This is an optimization exercise on Yosys and OpenROAD, whose aim is small area, not a production implementation. In this exercise RTL edits were held to simulation tests only and were not proved equivalent to the original. No activity file was given, so power comes from the tool's default toggle rates.

// jpeg_pixel_capture
module jpeg_pixel_capture #(
    parameter int ADDR_W     = 24,
    parameter int FIFO_DEPTH = 16,
    parameter int DIM_W      = 16
) (
    input  logic                 clk,
    input  logic                 rst,
    input  logic                 FrameStart,
    input  logic                 Format,
    input  logic [ADDR_W-1:0]    BaseAddr,
    input  logic                 PixEnable,
    input  logic [DIM_W-1:0]     PixWidth,
    input  logic [DIM_W-1:0]     PixHeight,
    input  logic [DIM_W-1:0]     PixX,
    input  logic [DIM_W-1:0]     PixY,
    input  logic [7:0]           PixR,
    input  logic [7:0]           PixG,
    input  logic [7:0]           PixB,
    output logic                 MemValid,
    input  logic                 MemReady,
    output logic [ADDR_W-1:0]    MemAddr,
    output logic [31:0]          MemData,
    output logic [3:0]           MemStrb,
    output logic                 Busy,
    output logic                 FrameDone,
    output logic                 Overflow,
    output logic                 RangeErr,
    output logic [2*DIM_W-1:0]   PixCount,
    output logic [31:0]          FrameCrc
);
Size: roughly 4100 cells after synthesis, roughly 1000 flip-flops, ~250 I/O pins, roughly 50000 um2 of cells after synthesis.
==> module jpeg_capture_fifo, before the edit <==
module jpeg_capture_fifo #(
    parameter int WIDTH = 8,
    parameter int DEPTH = 16
) (
    input  logic             clk,
    input  logic             rst,
    input  logic             push,
    input  logic             pop,
    input  logic [WIDTH-1:0] wdata,
    output logic [WIDTH-1:0] rdata,
    output logic             full,
    output logic             empty,
    output logic             do_push
);
    localparam int AW = $clog2(DEPTH);
    logic [WIDTH-1:0] store [DEPTH];
    logic [AW:0]      wr_ptr;
    logic [AW:0]      rd_ptr;
    logic             do_pop;
    logic [DEPTH-1:0] rd_oh;
    assign empty   = (wr_ptr == rd_ptr);
    assign full    = (wr_ptr[AW] != rd_ptr[AW]) && (wr_ptr[AW-1:0] == rd_ptr[AW-1:0]);
    assign do_pop  = pop && !empty;
    assign do_push = push && (!full || do_pop);
    always_comb begin
        rdata = '0;
        for (int i = 0; i < DEPTH; i++)
            if (!empty && rd_oh[i]) rdata = rdata | ~store[i];
    end
    always_ff @(posedge clk) begin
        if (rst) begin
            wr_ptr <= '0;
            rd_ptr <= '0;
            rd_oh  <= DEPTH'(1);
        end else begin
            if (do_push) wr_ptr <= wr_ptr + (AW+1)'(1);
            if (do_pop) begin
                rd_ptr <= rd_ptr + (AW+1)'(1);
                rd_oh  <= {rd_oh[DEPTH-2:0], rd_oh[DEPTH-1]};
            end
        end
    end
    always_ff @(posedge clk) begin
        for (int i = 0; i < DEPTH; i++)
            if (do_push && wr_ptr[AW-1:0] == AW'(i)) store[i] <= ~wdata;
    end
endmodule
clock: 12.0 ns
lec_check: 0
abc_area: 1
cap_margin: 20
core_margin: 2
core_utilization: 65
place_density: 0.75
slew_margin: 20
standard.sh (not shown) runs the stock make flow with config.mk's settings and CLKGATE_MAP_FILE= SYNTH_SCRIPT=/design/flow/synth_recipe.tcl, a recipe that flattens the netlist after the stock synthesis.
==> flow/flow/run.sh <==
#!/bin/bash
# The standard layout, with two changes: the input and output ports are buffered with
# the smallest buffer (buf_1) instead of the default, and clock tree synthesis clusters the
# registers under small clock buffers (clkbuf_4, at most 9 registers each) and inserts no
# dummy loads. The make run writes its full output to standard_finish.log here.
set -euo pipefail
CTS="-sink_clustering_enable -repair_clock_nets -dont_use_dummy_load"
CTS="$CTS -buf_list {sky130_fd_sc_hd__clkbuf_2 sky130_fd_sc_hd__clkbuf_4 sky130_fd_sc_hd__clkbuf_8}"
CTS="$CTS -sink_clustering_buffer sky130_fd_sc_hd__clkbuf_4 -sink_clustering_size 9"
CTS="$CTS -sink_clustering_max_diameter 40 -sink_buffer_max_cap_derate 1.0"
bash standard.sh finish \
    "BUFFER_PORTS_ARGS=-buffer_cell sky130_fd_sc_hd__buf_1" \
    "CTS_ARGS=$CTS" > standard_finish.log 2>&1
Then changed:
--- a/flow/design.v
+++ b/flow/design.v
@@ -1588,9 +1588,9 @@
     assign do_push = push && (!full || do_pop);
     always_comb begin
         rdata = '0;
         for (int i = 0; i < DEPTH; i++)
-            if (!empty && rd_oh[i]) rdata = rdata | ~store[i];
+            if (!empty && rd_oh[i]) rdata = rdata | store[i];
     end
     always_ff @(posedge clk) begin
         if (rst) begin
             wr_ptr <= '0;
@@ -1605,9 +1605,9 @@
         end
     end
     always_ff @(posedge clk) begin
         for (int i = 0; i < DEPTH; i++)
-            if (do_push && wr_ptr[AW-1:0] == AW'(i)) store[i] <= ~wdata;
+            if (do_push && wr_ptr[AW-1:0] == AW'(i)) store[i] <= wdata;
     end
 endmodule
 module jpeg_pixel_capture #(
     parameter int ADDR_W     = 24,
Die area increases by 1.4%.
Final cell count increases by 3.2%.
Clock-buffer cell count decreases by 2.
Maximum frequency increases by 3.1%.
Sequential share of layout area decreases by 0.76 points.
Utilization increases by 0.53 points.
Flip-flop and latch count stays the same.
Hold slack gets better by 0.010 ns.
Critical path depth decreases by 14.
Synthesized cell count increases by 2.8%.
Total power increases by 3.4%.
Design area increases by 1.4%.
First-iteration DRC count increases by 36%.
Sequential power increases by about 4%.

==> port drivers added, routing unchanged <==
No port has a modelled driver above. Below, the same layouts with a new extraction and two added sets of constraints.
Step 1 sets driving cells, clkbuf_16 on the clock port and buf_2 on the other inputs (assumed; they add their load-dependent delay and slew).
Step 2 adds t to the input delays and takes it off the output delays; t is the mean of the earliest and latest rising clock arrival at the registers after step 1. Input paths then give back, and output paths get back, about the clock's delay inside the block.
a / b / c = no drivers / after step 1 / after step 2; a / b = the first two.
run | t, ns | setup WS [ns] | worst register clock-pin slew, ns | cell pins on the clock port's net
the first run | 1.361 | 0.976 / 0.976 / 0.194 | 0.10 / 0.10 | 1
the second run | 1.350 | 1.304 / 1.347 / -0.003 | 0.10 / 0.10 | 1
Met with ideal ports but missed after step 2: setup timing in the second run. The setup slack of the second run, which loses most, moves by +0.043 ns with the drivers and by -1.307 ns with both steps.
